From an optimization exercise on the open Yosys and OpenROAD flow, aimed at small area, a short achievable clock period and few clock cycles per item; shortcuts taken in it are not production practice.
Function was checked by simulation only, so behaviour that the tests miss may differ from the original.

==> flow/design.v <==
package lre_pkg;
  localparam logic OP_BOX   = 1'b0;
  localparam logic OP_POINT = 1'b1;
  localparam logic [2:0] REG_FOCAL_X     = 3'd0;
  localparam logic [2:0] REG_FOCAL_Y     = 3'd1;
  localparam logic [2:0] REG_PRINCIPAL_X = 3'd2;
  localparam logic [2:0] REG_PRINCIPAL_Y = 3'd3;
  localparam logic [2:0] REG_OFF_RIGHT   = 3'd4;
  localparam logic [2:0] REG_OFF_DOWN    = 3'd5;
  localparam logic [2:0] REG_OFF_FWD     = 3'd6;
endpackage
module lre_div (
  input  logic        clk,
  input  logic        rst_n,
  input  logic        go,
  input  logic [35:0] num,
  input  logic [16:0] den,
  output logic        busy,
  output logic        done,      
  output logic [19:0] quo,
  output logic [16:0] rem,
  output logic [16:0] den_q
);
  logic [19:0] sh_r;
  logic [16:0] rem_r, den_r;
  logic [3:0]  cnt_r;
  logic        busy_r, done_r;
  logic [17:0] t1, t2, d1, d2;
  logic [16:0] r1, r2;
  logic        q1, q2;
  assign t1 = {rem_r, sh_r[19]};
  assign d1 = t1 - {1'b0, den_r};
  assign q1 = !d1[17];
  assign r1 = q1 ? d1[16:0] : t1[16:0];
  assign t2 = {r1, sh_r[18]};
  assign d2 = t2 - {1'b0, den_r};
  assign q2 = !d2[17];
  assign r2 = q2 ? d2[16:0] : t2[16:0];
  assign busy  = busy_r;
  assign done  = done_r;
  assign quo   = sh_r;
  assign rem   = rem_r;
  assign den_q = den_r;
  always_ff @(posedge clk) begin
    if (go) begin
      rem_r <= {1'b0, num[35:20]};
      sh_r  <= num[19:0];
      den_r <= den;
    end else if (busy_r) begin
      rem_r <= r2;
      sh_r  <= {sh_r[17:0], q1, q2};
    end
    if (!rst_n) begin
      busy_r <= 1'b0;
      done_r <= 1'b0;
      cnt_r  <= '0;
    end else begin
      done_r <= 1'b0;
      if (go) begin
        busy_r <= 1'b1;
        cnt_r  <= 4'd10;
      end else if (busy_r) begin
        cnt_r <= cnt_r - 4'd1;
        if (cnt_r == 4'd1) begin
          busy_r <= 1'b0;
          done_r <= 1'b1;
        end
      end
    end
  end
endmodule
module lre_axis (
  input  logic               clk,
  input  logic [15:0]        f,       
  input  logic signed [20:0] c,       
  input  logic [19:0]        cz,      
  input  logic signed [17:0] pa,      
  input  logic signed [17:0] pb,      
  input  logic               ca,
  input  logic               cb,
  output logic               in_r     
);
  logic signed [39:0] sa, sb;
  assign sa = $signed({1'b0, f}) * c + pa * $signed({1'b0, cz}) - $signed({39'd0, ca});
  assign sb = $signed({1'b0, f}) * c + pb * $signed({1'b0, cz}) - $signed({39'd0, cb});
  always_ff @(posedge clk) in_r <= !sa[39] && sb[39];
endmodule
module lre_back (
  input  logic               clk,
  input  logic               rst_n,
  input  logic signed [15:0] off_fwd,
  input  logic               v,         
  input  logic               op,        
  input  logic               last,
  input  logic               hit,       
  input  logic [19:0]        cz,
  output logic               pop,       
  output logic               out_valid,
  output logic               out_measured,
  output logic signed [20:0] out_depth_mm,
  output logic [16:0]        out_inside_count
);
  logic [35:0] sum_r, sum_nx;
  logic [16:0] cnt_r, cnt_nx;
  logic        add;
  logic [35:0] qs0_r, qs1_r, head_s;
  logic [16:0] qn0_r, qn1_r, head_n;
  logic        wp_r, rp_r;
  logic [1:0]  qc_r;
  logic        push;
  logic        div_busy, div_done;
  logic [19:0] quo;
  logic [16:0] rem, den_q;
  logic        head_zero, go;
  logic        ge_off;
  assign add    = hit && !cnt_r[16];
  assign sum_nx = sum_r + (add ? {16'd0, cz} : 36'd0);
  assign cnt_nx = cnt_r + {16'd0, add};
  assign push   = v && op && last;
  assign head_s    = rp_r ? qs1_r : qs0_r;
  assign head_n    = rp_r ? qn1_r : qn0_r;
  assign head_zero = (head_n == 17'd0);
  assign pop       = (qc_r != 2'd0) && !div_busy && !(div_done && head_zero);
  assign go        = pop && !head_zero;
  lre_div u_div (
    .clk  (clk),
    .rst_n(rst_n),
    .go   (go),
    .num  (head_s),
    .den  (head_n),
    .busy (div_busy),
    .done (div_done),
    .quo  (quo),
    .rem  (rem),
    .den_q(den_q)
  );
  assign ge_off = off_fwd[15] || ({4'd0, quo} >= {5'd0, off_fwd[14:0]});
  always_ff @(posedge clk) begin
    if (push) begin
      if (wp_r) begin
        qs1_r <= sum_nx;
        qn1_r <= cnt_nx;
      end else begin
        qs0_r <= sum_nx;
        qn0_r <= cnt_nx;
      end
    end
    if (div_done) begin
      out_measured     <= 1'b1;
      out_depth_mm     <= {1'b0, quo + {19'd0, !ge_off && (rem != 17'd0)}};
      out_inside_count <= den_q;
    end else begin
      out_measured     <= 1'b0;
      out_depth_mm     <= '0;
      out_inside_count <= '0;
    end
    if (!rst_n) begin
      sum_r     <= '0;
      cnt_r     <= '0;
      wp_r      <= 1'b0;
      rp_r      <= 1'b0;
      qc_r      <= 2'd0;
      out_valid <= 1'b0;
    end else begin
      if (v) begin
        if (!op || last) begin
          sum_r <= '0;
          cnt_r <= '0;
        end else begin
          sum_r <= sum_nx;
          cnt_r <= cnt_nx;
        end
      end
      if (push) wp_r <= ~wp_r;
      if (pop) rp_r <= ~rp_r;
      qc_r      <= qc_r + {1'b0, push} - {1'b0, pop};
      out_valid <= div_done || (pop && head_zero);
    end
  end
endmodule
import lre_pkg::*;
module lidar_roi_depth_estimator (
  input  logic               clk,
  input  logic               rst_n,
  input  logic               start,
  output logic               busy,
  input  logic               in_op,
  input  logic [11:0]        in_box_center_col,
  input  logic [11:0]        in_box_center_row,
  input  logic [11:0]        in_box_width,
  input  logic [11:0]        in_box_height,
  input  logic signed [19:0] in_point_fwd,
  input  logic signed [19:0] in_point_left,
  input  logic signed [19:0] in_point_up,
  input  logic               in_last_point,
  output logic               out_valid,
  output logic               out_measured,
  output logic signed [20:0] out_depth_mm,
  output logic [16:0]        out_inside_count,
  input  logic               cfg_we,
  input  logic [2:0]         cfg_index,
  input  logic [15:0]        cfg_wdata
);
  logic [15:0]        focal_x, focal_y, principal_x, principal_y;
  logic signed [15:0] off_right, off_down, off_fwd;
  always_ff @(posedge clk) begin
    if (!rst_n) begin
      focal_x     <= 16'd9600;
      focal_y     <= 16'd9600;
      principal_x <= 16'd5120;
      principal_y <= 16'd3840;
      off_right   <= -16'sd37;
      off_down    <= 16'sd32;
      off_fwd     <= 16'sd48;
    end else if (cfg_we) begin
      case (cfg_index)
        REG_FOCAL_X:     focal_x     <= cfg_wdata;
        REG_FOCAL_Y:     focal_y     <= cfg_wdata;
        REG_PRINCIPAL_X: principal_x <= cfg_wdata;
        REG_PRINCIPAL_Y: principal_y <= cfg_wdata;
        REG_OFF_RIGHT:   off_right   <= cfg_wdata;
        REG_OFF_DOWN:    off_down    <= cfg_wdata;
        REG_OFF_FWD:     off_fwd     <= cfg_wdata;
        default: ;
      endcase
    end
  end
  logic               accept;
  logic               v1, op1, last1;
  logic [11:0]        col1, row1, wid1, hgt1;
  logic signed [19:0] fwd1, lft1, up1;
  logic [1:0]         pend_r, pend_nx;
  logic               pop;
  assign accept = rst_n && start && !busy;
  always_ff @(posedge clk) begin
    op1   <= in_op;
    last1 <= in_last_point;
    col1  <= in_box_center_col;
    row1  <= in_box_center_row;
    wid1  <= in_box_width;
    hgt1  <= in_box_height;
    fwd1  <= in_point_fwd;
    lft1  <= in_point_left;
    up1   <= in_point_up;
  end
  assign pend_nx = pend_r + {1'b0, accept && in_op && in_last_point} - {1'b0, pop};
  always_ff @(posedge clk) begin
    if (!rst_n) begin
      v1     <= 1'b0;
      pend_r <= 2'd0;
      busy   <= 1'b0;
    end else begin
      v1     <= accept;
      pend_r <= pend_nx;
      busy   <= (pend_nx >= 2'd2);
    end
  end
  logic signed [13:0] lo_x, hi_x, lo_y, hi_y;
  logic signed [13:0] ka_x, kb_x, ka_y, kb_y;
  logic               ca_x, cb_x, ca_y, cb_y;
  logic signed [17:0] pa_x, pb_x, pa_y, pb_y;
  assign lo_x = $signed({2'b0, col1}) - $signed({4'd0, wid1[11:2]});
  assign hi_x = $signed({2'b0, col1}) + $signed({4'd0, wid1[11:2]});
  assign lo_y = $signed({2'b0, row1}) - $signed({4'd0, hgt1[11:2]});
  assign hi_y = $signed({2'b0, row1}) + $signed({4'd0, hgt1[11:2]});
  always_ff @(posedge clk) begin
    if (!rst_n) begin
      ka_x <= 14'sd1;
      kb_x <= -14'sd1;
      ka_y <= 14'sd1;
      kb_y <= -14'sd1;
      ca_x <= 1'b0;
      cb_x <= 1'b1;
      ca_y <= 1'b0;
      cb_y <= 1'b1;
    end else if (v1 && op1 == OP_BOX) begin
      ka_x <= lo_x[13] ? lo_x : lo_x + 14'sd1;
      ca_x <= lo_x[13];
      kb_x <= (hi_x == 14'sd0) ? -14'sd1 : hi_x;
      cb_x <= (hi_x == 14'sd0);
      ka_y <= lo_y[13] ? lo_y : lo_y + 14'sd1;
      ca_y <= lo_y[13];
      kb_y <= (hi_y == 14'sd0) ? -14'sd1 : hi_y;
      cb_y <= (hi_y == 14'sd0);
    end
  end
  always_ff @(posedge clk) begin
    pa_x <= $signed({2'b0, principal_x}) - $signed({ka_x, 4'd0});
    pb_x <= $signed({2'b0, principal_x}) - $signed({kb_x, 4'd0});
    pa_y <= $signed({2'b0, principal_y}) - $signed({ka_y, 4'd0});
    pb_y <= $signed({2'b0, principal_y}) - $signed({kb_y, 4'd0});
  end
  logic               v2, op2, last2;
  logic signed [20:0] cx2, cy2, cz2;
  always_ff @(posedge clk) begin
    op2   <= op1;
    last2 <= last1;
    cx2   <= 21'(off_right) - 21'(lft1);
    cy2   <= 21'(off_down) - 21'(up1);
    cz2   <= 21'(off_fwd) + 21'(fwd1);
    if (!rst_n) v2 <= 1'b0;
    else        v2 <= v1;
  end
  logic        v3, op3, last3, pos3, in_x3, in_y3;
  logic [19:0] cz3;
  lre_axis u_ax (
    .clk(clk), .f(focal_x), .c(cx2), .cz(cz2[19:0]),
    .pa(pa_x), .pb(pb_x), .ca(ca_x), .cb(cb_x), .in_r(in_x3)
  );
  lre_axis u_ay (
    .clk(clk), .f(focal_y), .c(cy2), .cz(cz2[19:0]),
    .pa(pa_y), .pb(pb_y), .ca(ca_y), .cb(cb_y), .in_r(in_y3)
  );
  always_ff @(posedge clk) begin
    op3   <= op2;
    last3 <= last2;
    pos3  <= (cz2 > 21'sd0);
    cz3   <= cz2[19:0];
    if (!rst_n) v3 <= 1'b0;
    else        v3 <= v2;
  end
  lre_back u_back (
    .clk             (clk),
    .rst_n           (rst_n),
    .off_fwd         (off_fwd),
    .v               (v3),
    .op              (op3),
    .last            (last3),
    .hit             (pos3 && in_x3 && in_y3),
    .cz              (cz3),
    .pop             (pop),
    .out_valid       (out_valid),
    .out_measured    (out_measured),
    .out_depth_mm    (out_depth_mm),
    .out_inside_count(out_inside_count)
  );
endmodule
==> flow/run.sh <==
#!/bin/bash
# synth_recipe.tcl (not shown) runs the flow's synth.tcl, then flattens the netlist and writes it again
# the make line also repeats each setting of config.mk as NAME=value (left out here)
make -C /OpenROAD-flow-scripts/flow DESIGN_CONFIG=/design/flow/config.mk WORK_HOME=/design/flow/orfs CLKGATE_MAP_FILE= SYNTH_SCRIPT=/design/flow/synth_recipe.tcl finish
==> flow/config.mk <==
export PLATFORM = sky130hd
export DESIGN_NAME = lidar_roi_depth_estimator
export DESIGN_NICKNAME = lidar_roi_depth_estimator
export VERILOG_FILES = /design/flow/design.v
export SDC_FILE = /design/flow/constraint.sdc
export NUM_CORES = 4
export LEC_CHECK = 0
export CAP_MARGIN = 20
export CORE_MARGIN = 2
export CORE_UTILIZATION = 40
export SLEW_MARGIN = 20
==> flow/constraint.sdc <==
create_clock -name core_clock -period 11.0 [get_ports {clk}]
set_input_delay 2.2000 -clock core_clock [delete_from_list [all_inputs] [get_ports {clk}]]
set_output_delay 2.2000 -clock core_clock [all_outputs]
set_load 0.01 [all_outputs]
==> summary.txt <==
Logic synthesis
Summing every instance area after synthesis gives between 100000 and 150000 sq um. After synthesis, the netlist uses 84 different library cells. By area the synthesized netlist is led by fa_1, ha_1, dfxtp_1, inv_1, nand2_1. The cell type with the largest total area after synthesis is fa_1. The total number of yosys warnings is 4. The post-synthesis instance total is 11259. The share of synthesized flip-flops with an asynchronous set or reset is 0%. In this run, synthesis inferred 159 flip-flops with an integrated enable. The most instantiated flip-flop cell in the synthesis netlist is dfxtp_1. The average size of a mapped cell is 9.29 sq um. The share of the Yosys chip area taken by registers is about 15%.

The synthesized design devotes to its leading area cell type around two fifths of total area. The synthesized design contains 697 register bits.

Place
Before CTS, the worst setup slack after placement is -562 ps. The number of I/O port buffers is between 150 and 200. Routability-driven placement finished with a final weighted congestion of roughly 0.9. The wire-length estimate of the detail-placed layout is 235 mm.

CTS
The register clock-pin slew on the reported worst setup and hold paths is 70 ps. The clock latency at the later pin of the worst-skew pair is 750 ps. In this run the deepest clock path goes through 3 buffers. The master cell of the clock root buffer is clkbuf_16. The CTS tree is built. The depth of the CTS H-tree is 3. The number of CTS-inserted buffers is approximately 80. For this design, the sink count on the clock tree is about 700.

Cells and area
The post-route netlist has between 5 and 6% of its cells at a drive strength greater than 1. The top cell types in the final layout, fill and taps aside, are inv_1, fa_1, nand2_1. From synthesis to final layout, the design area changed by 9.89%. After the last flow step, the layout net total stands at around 15000. After filler insertion, the fill cell instance count of the layout stands at 24816. The most common library cell in the layout ignoring fill and taps is inv_1.

Timing
The clock skew after layout is 40.0 ps. The relative slew slack is 22.2%. The minimum period implied by the final worst setup slack is 10810 ps. The final-report setup violation count is 0. The maximum clock frequency is 0.0925 GHz. The worst-case setup margin in the final layout is just under 200 ps. The period utilization is a little over nine tenths.

Setup repair after global routing could not meet its margin everywhere. The number of slew-limit violations in the final report was 0. At the pin with the least slew margin, the transition time is 1170 ps. The number of endpoints with negative hold slack in the final report is 0.

Global route
The number of antenna violations at the first check in global routing is 26. The pin count of the biggest net entering global routing is between 60 and 70. The global-route usage over all layers is 22.7%. The first global-routing pass estimated 466 mm of wire. The via count of the first global-routing pass came to between 80000 and 90000.

The total congestion overflow is 0.

Setup path
Of all nets on the critical path, the largest fanout is 6. The startpoint identified for the worst register-to-register timing path is focal_y[3]. The data arrival time of the critical path is 11470 ps.

The slowest stage of the critical path belongs to the cell fa_1. The critical path is of the reg2reg type. The maximum cell stage delay along the critical path is ~570 ps. The element type at the critical path start is a flip-flop. The required time at the worst-slack endpoint is ~12000 ps.

The launch point of the worst path is focal_y[3]. By instance count, the cell type seen most on the critical path is fa_1. The number of cell instances on the worst register-to-register path is 41. The worst setup path is captured at a flip-flop.

Hold path
Along the worst hold path, the cell count comes to 0. In this run the most critical hold path is launched from op2. The type of the tightest min-delay check is reg2reg.

Route
In the routed layout, each cell is associated on average with a via count of 5.07. The routed wire length per instance is roughly 20 microns. The remaining routing DRC violations is 0. In this run the remaining antenna-violating nets after routing total 0. The vias after detailed routing is about 75000. The DRC marker count from the first detailed-route iteration is 4503. Before antenna repair, the detailed router went through 5 iterations. The detailed-route wire length is just under 300 mm.

Outcome
The run finished with no timing, DRC or antenna violations.

Floorplanning
The die covers 265000 sq um. The floorplan step set the die height to 515 microns. The die width is approximately 500 microns.

The region available for standard cell placement spans roughly 260000 sq um. Pin placement for this block handled 174 I/O pins. The starting density of the core is 40.3%. The floorplan has 187 rows.

Flow run
The number of max-capacitance violations reported is 0.
-- critical path, delay by kind of cell (launching register included) --
| family | cells | cell delay (ps) |
|---|---|---|
| adders and majority gates | 14 | 6640 |
| AOI/OAI and AO/OA | 11 | 2140 |
| and+or+nand+nor | 6 | 850 |
| DFF | 1 | 360 |
| buffers and inverters | 7 | 320 |
| muxes | 2 | 290 |
| xor gates and xnor gates | 1 | 120 |
-- synth_stat cells (all sizes together), types with 13 or more instances --
cell and number:
o211ai 32, a21o 114, a21boi 18, or2 18, mux2 32, o21bai 22
a211oi 49, mux2i 67, nor4 26, nor2b 59, dfxtp 538, o31ai 15
o21ai 178, and3 56, xnor2 219, and2 809, a211o 13, edfxtp 159
a22oi 27, o21a 42, a21oi 320, fa 2004, inv 2523, or3 25
nand4 33, buf 22, ha 997, nand3 101, nand2b 122, xor2 109
nor3 72, nor2 264, nand2 1560, a31oi 21, clkbuf 463
-- flip-flops by register name (all words and copies together), names as in the netlist, 17 cells and up --
| name | cells |
|---|---|
| u_back.out_inside_count | 17 |
| u_back.u_div.den_r | 17 |
| u_back.qn0_r | 17 |
| cy2 | 21 |
| u_back.qs0_r | 36 |
| u_back.cnt_r | 17 |
| cz2 | 21 |
| u_back.u_div.sh_r | 20 |
| u_back.qn1_r | 17 |
| cz3 | 20 |
| u_back.sum_r | 36 |
| lft1 | 20 |
| fwd1 | 20 |
| u_back.u_div.rem_r | 17 |
| up1 | 20 |
| pb_x | 18 |
| u_back.out_depth_mm | 20 |
| u_back.qs1_r | 36 |
| cx2 | 21 |
| pb_y | 18 |
-- what timing repair did --
action,CTS,global route
setup buffers,1,2
gates resized for setup,22,79
pin swaps,19,50
hold buffers,0,0
setup endpoints to repair,2,2
-- through the flow --
stage / area [sq um] / setup TNS [ps] / util (%) / std cells / hold WS, ps
2_1_floorplan: 105000 / 0 / - / 11262 / 310
3_3_place_gp: 112000 / -690 / 43.0 / 14714 / 311
3_5_place_dp: 112000 / -773 / 43.0 / 14714 / 315
4_1_cts: 115000 / 0 / 44.1 / 14866 / 331
5_1_grt: 115000 / -349 / 44.2 / 14869 / 334
6_report: 115000 / 0 / 44.2 / 14879 / 333
-- worst paths after layout --
| path | endpoint | slack [ps] |
|---|---|---|
| max | u_ay.in_r | 190 |
| min | op3 | 330 |
| max reg2reg | u_ay.in_r | 190 |
| min reg2reg | op3 | 330 |
-- cell families (layout without fill, tap and decap cells) --
logic type | Yosys count | in the layout | share of synthesized area [%]
flops | 697 | 697 | 14.9
other cells | 2 | 17 | 0.00718
fa+ha+maj | 3001 | 3001 | 50.3
compound gates | 942 | 942 | 5.72
mux | 99 | 99 | 0.986
buf+inv | 3009 | 3212 | 10.8
xor+xnor | 328 | 328 | 2.75
simple gates | 3181 | 3181 | 14.5
-- cell type report --
class                   instances  area [sq um]  area share [%]
multi-input cells            7556         78100            68.0
inverters                    2524          9480            8.25
flip-flops and latches        697         15600            13.6
diodes                         12          30.0          0.0261
repair buffers                537          4550            3.96
clock buffers                 108          2300            2.00
clock inverters                43           567           0.493
well taps                    3402          4260            3.70
-- metal layers --
layer | vias up | track usage (%) | routed length, microns
li1 | 34212 | - | -
met1 | 38564 | 29.6 | 124000
met2 | 2139 | 38.4 | 140000
met3 | 444 | 4.15 | 19800
met4 | 12 | 6.34 | 8720
met5 | - | 0 | 85
Testbench counts, summed over its fixed seeds: cycles 9,958, items 9,693.

==> afterwards: timing with drivers on the ports <==
Ports are ideal in the flow. The routed layout listed here was re-timed in OpenROAD.
Step 1 assumes that a clkbuf_16 drives the clock port and a buf_2 every other input.
Step 2 adds t to the input delays and takes it off the output delays; t is the mean of the earliest and latest rising clock arrival at the registers after step 1. Input paths then give back, and output paths get back, about the clock's delay inside the block.
Three values: ideal, step 1, step 2; two values: the first two.
shift t [ns]: 0.806
slack for setup (ns): 0.194 / 0.194 / 0.194
pins driven straight from the clock port: 1
After both steps this run still meets setup and hold. For this run, drivers alone change the setup slack by 0.000 ns; drivers and shift together by 0.000 ns.
